What follows belongs to an exercise in optimizing a design on an open flow for a short achievable clock period and few clock cycles; a production flow would make more cautious choices.
The RTL was checked by simulation tests, not by an equivalence proof against the original design.
Power figures rest on the tool's default switching activity, not on a simulated workload.

==> inputs of run X <==
## mcCpu
module mcCpu (
  input  wire        clk,
  input  wire        reset,
  input  wire [31:0] memData,
  input  wire        memReady,
  output wire [31:0] memAddr,
  output wire [31:0] memWdata,
  output wire        memRead,
  output wire        memWrite,
  output wire        halted,
  output wire [31:0] pc
);
  localparam integer IW  = 6;            
  localparam integer NE  = 1 << IW;      
  localparam integer RW  = 24 - IW;      
  localparam [29:0]  WIN = 30'd40;       
  localparam [29:0]  FAR = 30'd56;       
  integer i;
  reg          mq_rd, mq_wr, mq_d;
  reg [31:0]   mq_a, mq_wd;
  reg [29:0]   mq_p1, mq_p2;
  reg [NE-1:0] mq_oh;
  reg          inv_v;
  reg [IW-1:0] inv_ix;
  reg [29:0]   fpc;
  reg [NE-1:0] fpc_oh;
  reg [29:0]   pfa;
  reg [NE-1:0] pfa_oh;
  reg          pf_k, pf_h, pf_miss;
  reg          d_v, d_pred;
  reg [31:0]   d_ir;
  reg [29:0]   d_pc, d_alt;
  reg [NE-1:0] d_aoh;
  reg          x_v;
  reg [4:0]    x_rd;
  reg [31:0]   x_a, x_b, x_bi, x_sd;
  reg          x_fAm, x_fBm, x_fSm;
  reg          x_add, x_sub, x_and, x_or, x_nor, x_slt, x_subt;
  reg          x_ld, x_st, x_beq, x_bne, x_pred, x_halt;
  reg [29:0]   x_pc4;
  reg [29:0]   x_rpc;                  
  reg [NE-1:0] x_roh;
  reg          m_we, m_fwd, m_ld;
  reg [4:0]    m_rd;
  reg [31:0]   m_res;
  reg          w_we;
  reg [4:0]    w_rd;
  reg [31:0]   w_val;
  reg          halt_r;
  reg [29:0]   hpc;
  reg          mo_rd, mo_wr, mo_halt;
  reg [31:0]   mo_a, mo_wd;
  reg [NE-1:0] c_v;
  reg [5:0]    c_tg  [0:NE-1];         
  reg [NE-1:0] c_rg;                   
  reg [1:0]    rg_v;
  reg [RW-1:0] rg_a0, rg_a1;
  reg [31:0]   c_d   [0:NE-1];
  reg [NE-1:0] c_p;
  reg [15:0]   c_tl  [0:NE-1];         
  reg [1:0]    c_tu  [0:NE-1];         
  ...
clock: 10.0 ns
lec_check: 0
abc_clock_period_in_ps: 3000
cap_margin: 20
core_margin: 2
core_utilization: 40
gpl_routability_driven: 1
place_density: 0.55
slew_margin: 20
tns_end_percent: 100
standard.sh (not shown) runs the stock make flow with config.mk's settings and CLKGATE_MAP_FILE= SYNTH_SCRIPT=/design/flow/synth_recipe.tcl, a recipe that flattens the netlist after the stock synthesis.
==> flow/flow/run.sh <==
#!/bin/bash
set -euo pipefail
bash standard.sh SETUP_SLACK_MARGIN=6.5 finish > standard.log 2>&1
==> run C: changes against run X <==
--- a/flow/design.v
+++ b/flow/design.v
@@ -132,21 +132,21 @@
   input  wire        memReady,
   output wire [31:0] memAddr,
   output wire [31:0] memWdata,
   output wire        memRead,
   output wire        memWrite,
   output wire        halted,
   output wire [31:0] pc
 );
-  localparam integer IW  = 6;            
+  localparam integer IW  = 5;            
   localparam integer NE  = 1 << IW;      
   localparam integer RW  = 24 - IW;      
-  localparam [29:0]  WIN = 30'd40;       
-  localparam [29:0]  FAR = 30'd56;       
+  localparam [29:0]  WIN = 30'd24;       
+  localparam [29:0]  FAR = 30'd30;       
   integer i;
   reg          mq_rd, mq_wr, mq_d;
   reg [31:0]   mq_a, mq_wd;
   reg [29:0]   mq_p1, mq_p2;
   reg [NE-1:0] mq_oh;
   reg          inv_v;
   reg [IW-1:0] inv_ix;
   reg [29:0]   fpc;
@@ -210,26 +210,23 @@
   wire mqF       = mq_rd & ~mq_d;            
   wire portWait  = (mq_rd | mq_wr) & ~memReady;
   wire [5:0]  md_op   = memData[31:26];
   wire        md_j    = (md_op == 6'b000010);
   wire        md_beq  = (md_op == 6'b000100);
   wire        md_bne  = (md_op == 6'b000101);
   wire        md_same = (memData[25:21] == memData[20:16]);
   wire        md_pred = md_j | (md_bne & ~md_same) | (md_beq & (md_same | memData[15]));
-  wire        md_loop = ~md_j & memData[15] & (&memData[14:6]);
   wire [29:0] md_jt   = {mq_p1[29:26], memData[25:0]};
-  wire [29:0] md_bt0, md_bt1, md_bt2;
-  wire [1:0]  md_upd, md_upd1, md_upd2;
+  wire [29:0] md_bt0;
+  wire [1:0]  md_upd;
   brTarget u_mdT0 (.pc4(mq_p1), .off(memData[15:0]), .cin(1'b0), .tgt(md_bt0), .upd(md_upd));
-  brTarget u_mdT1 (.pc4(mq_p1), .off(memData[15:0]), .cin(1'b1), .tgt(md_bt1), .upd(md_upd1));
-  brTarget u_mdT2 (.pc4(mq_p2), .off(memData[15:0]), .cin(1'b1), .tgt(md_bt2), .upd(md_upd2));
-  wire [29:0] md_tgt  = md_j ? md_jt : md_bt0;                 
-  wire [29:0] md_tgt1 = md_j ? md_jt + 30'd1 : md_bt1;         
-  wire [29:0] md_tgt2 = md_j ? md_jt + 30'd2 : md_bt2;         
+  wire [29:0] md_tgt  = md_jt;                                 
+  wire [29:0] md_tgt1 = md_jt + 30'd1;                         
+  wire [29:0] md_tgt2 = md_jt + 30'd2;                         
   wire [NE-1:0] md_toh = onehot(md_tgt[IW-1:0]);
   reg          fr_v, fr_p, fr_j;
   reg          fr_rg;
   reg [5:0]    fr_tg;
   reg [31:0]   fr_d;
   reg [15:0]   fr_tl;
   reg [1:0]    fr_tu;
   always @(*) begin
@@ -345,18 +342,20 @@
   wire flushX  = redirX | haltX | halt_r;
   wire xMem    = x_v & (x_ld | x_st);
   wire stopF   = halt_r | haltX;
   wire xHold   = mHold | (portBusyD & (xMem | haltX));
   wire dHold = d_v & (d_hz | xHold);         
   wire fgo   = ~dHold & fhit & ~flushX;      
   wire fjump = fgo & f_p;                    
   wire inFlightF = mqF & (mq_a[31:2] == fpc);
-  wire demand    = ~fhit & ~inFlightF & ~stopF;
-  wire follow    = mqF & md_pred & ~md_loop & ~stopF;    
+  wire demandC   = ~fhit & ~inFlightF & ~stopF;
+  reg  dem_r;
+  wire demand    = dem_r & ~inFlightF & ~stopF;
+  wire follow    = mqF & md_j & ~stopF;    
   function lookHit;
     input [NE-1:0] oh;
     input [29:0]   wa;
     reg            v, rg;
     reg [5:0]      tg;
     integer        j;
     begin
       v = 1'b0; rg = 1'b0; tg = 6'd0;
@@ -374,18 +373,20 @@
   wire [29:0] pfa2   = pfa + 30'd2;
   wire        hitHold = lookHit(pfa_oh, pfa) | (mqF & (mq_a[31:2] == pfa));
   wire        hitAdv  = lookHit(rotl1(pfa_oh), pfa1) | (mqF & (mq_a[31:2] == pfa1));
   wire        inFlP  = mqF & (mq_a[31:2] == pfa);
   wire        pfHit  = (pf_k & pf_h) | inFlP;
   wire [8:0]  pLo    = {1'b0, pfa[7:0]} - {1'b0, fpc[7:0]};
   wire [21:0] fpcUp1 = fpc[29:8] + 22'd1;
   wire        pUpOk  = pLo[8] ? (pfa[29:8] == fpcUp1) : (pfa[29:8] == fpc[29:8]);
-  wire        pInWin = pUpOk & (pLo[7:0] < WIN[7:0]);
-  wire        resync = ~(pUpOk & (pLo[7:0] < FAR[7:0]));
+  wire        pInWinC = pUpOk & (pLo[7:0] < WIN[7:0] - 8'd1);
+  reg         pInWin;                
+  wire        resyncC = ~(pUpOk & (pLo[7:0] < FAR[7:0]));
+  reg         resync;                
   wire        pfNeed = pInWin & ~pfHit & ~stopF & (pf_k | pf_miss);
   reg [29:0]   s_pfa;
   reg [NE-1:0] s_pfoh;
   reg [1:0]    s_pk;
   always @(*) begin
     if (resync) begin
       s_pfa = fpc; s_pfoh = fpc_oh; s_pk = 2'd3;
     end else if (pInWin & pfHit) begin
@@ -482,16 +483,19 @@
   always @(posedge clk) begin
     if (reset) begin
       mq_p1  <= 30'd1;
       mq_p2  <= 30'd2;
       mq_oh  <= {{(NE-1){1'b0}}, 1'b1};
       pfa    <= 30'd1;
       pfa_oh <= {{(NE-2){1'b0}}, 2'b10};
       pf_k   <= 1'b0;
+      dem_r  <= 1'b0;
+      resync <= 1'b0;
+      pInWin <= 1'b1;
       pf_miss <= 1'b1;
       fpc    <= 30'd0;
       fpc_oh <= {{(NE-1){1'b0}}, 1'b1};
       inv_v  <= 1'b0;
       d_v    <= 1'b0;
       x_v    <= 1'b0;
       m_we   <= 1'b0;
       m_fwd  <= 1'b0;
@@ -503,16 +507,19 @@
       if (fillC && m_new) rg_v[m_vict] <= 1'b1;
       if (!portWait) begin
         mq_p1 <= a_p1;
         mq_p2 <= a_p2;
         mq_oh <= a_oh;
       end
       pfa    <= portWait ? b_pfa : a_pfa;
       pfa_oh <= portWait ? b_pfoh : a_pfoh;
+      dem_r   <= demandC & ~fgo & ~fjump & ~redirX;
+      resync  <= resyncC & ~resync;
+      pInWin  <= pInWinC;
       pf_k    <= ~n_pk[1];
       pf_h    <= n_pk[0] ? hitAdv : hitHold;
       pf_miss <= (n_pk == 2'd2);
       inv_v  <= mq_wr & (st_tag == mq_a[IW+7:IW+2]);    
       inv_ix <= mq_a[IW+1:2];
       for (i = 0; i < NE; i = i + 1) begin
         if (fillC && mq_oh[i])
           c_v[i] <= 1'b1;
Settings changed: CAP_MARGIN 20 to 35, CORE_UTILIZATION 40 to 45, PLACE_DENSITY 0.55 to 0.6, SLEW_MARGIN 20 to 30.
==> run K: changes against run X <==
--- a/flow/design.v
+++ b/flow/design.v
@@ -132,21 +132,21 @@
   input  wire        memReady,
   output wire [31:0] memAddr,
   output wire [31:0] memWdata,
   output wire        memRead,
   output wire        memWrite,
   output wire        halted,
   output wire [31:0] pc
 );
-  localparam integer IW  = 6;            
+  localparam integer IW  = 5;            
   localparam integer NE  = 1 << IW;      
   localparam integer RW  = 24 - IW;      
-  localparam [29:0]  WIN = 30'd40;       
-  localparam [29:0]  FAR = 30'd56;       
+  localparam [29:0]  WIN = 30'd24;       
+  localparam [29:0]  FAR = 30'd30;       
   integer i;
   reg          mq_rd, mq_wr, mq_d;
   reg [31:0]   mq_a, mq_wd;
   reg [29:0]   mq_p1, mq_p2;
   reg [NE-1:0] mq_oh;
   reg          inv_v;
   reg [IW-1:0] inv_ix;
   reg [29:0]   fpc;
Settings changed: CORE_UTILIZATION 40 to 45, PLACE_DENSITY 0.55 to 0.6.
==> comparison table <==
Count of unique library cells instantiated by Yosys: run K 103; run X 109; run C 101
Post-CTS Resized: run K 2547; run X 2923; run C 2582
Post-Layout Inst Area: run K 223000 um^2; run X 323000 um^2; run C 220000 um^2
Reg2reg start: run K fpc_oh[26]$_SDFFE_PP0P_; run X fpc_oh[55]$_SDFFE_PP0P_; run C x_subt$_DFFE_PP_
Sequential Power Share: run K 0.473; run X 0.481; run C 0.480
Net count reported at finish: run K 15200; run X 20500; run C 15000
FF+latch count: run K 3723; run X 5802; run C 3716
H-Tree Level Count: run K 5; run X 6; run C 5
Clock slew at reported path FFs: run K 60 ps; run X 70 ps; run C 60 ps
Antenna diode count: run K 60; run X 242; run C 77
Result of the run: run K complete, no violations; run X finished with violations; run C complete, no violations
Layout check failures: run K -; run X max-slew violations; run C -
All-layer global routing usage: run K 0.489; run X 0.480; run C 0.469
Synthesized-area fraction occupied by ao, oa, aoi and oai cells: run K 0.174; run X 0.185; run C 0.167
Cts bufs inserted: run K 395; run X 630; run C 392
Count of buffers added by post-CTS timing repair for setup: run K 869; run X 1186; run C 769
Worst setup path endpoint: run K mq_a[7]$_SDFFE_PP0P_; run X pfa_oh[0]$_SDFF_PP0_; run C m_res[0]$_DFFE_PN_
Testbench counts of run X, summed over its fixed seeds: cycles 27,747.
Testbench counts of run C, summed over its fixed seeds: cycles 30,348.
Testbench counts of run K, summed over its fixed seeds: cycles 29,205.

## port drivers added, routing unchanged
The results above use ideal ports. As a check the final layouts listed here were re-extracted and re-timed, cells and wires unchanged. Step 1 assumes that a clkbuf_16 drives the clock port and a buf_2 every other input. Step 2 also shifts input and output timing later by t, the mid clock arrival at the registers, as if the neighbouring blocks saw the same clock. Three values: ideal, step 1, step 2; two values: the first two.
| run | t (ns) | slack for setup (ns) | worst hold slack (ns) | clock arrival spread, ns | pins driven straight from the clock port |
|---|---|---|---|---|---|
| run X | 1.274 | 5.101 / 5.101 / 4.316 | 0.386 / 0.386 / 0.386 | 0.092 / 0.093 | 1 |
| run C | 1.127 | 5.797 / 5.797 / 4.812 | 0.398 / 0.398 / 0.398 | 0.139 / 0.138 | 1 |
| run K | 1.143 | 5.421 / 5.421 / 4.375 | 0.399 / 0.399 / 0.399 | 0.116 / 0.115 | 1 |
For run K, which loses most, drivers alone change the setup slack by 0.000 ns; drivers and shift together by -1.046 ns.
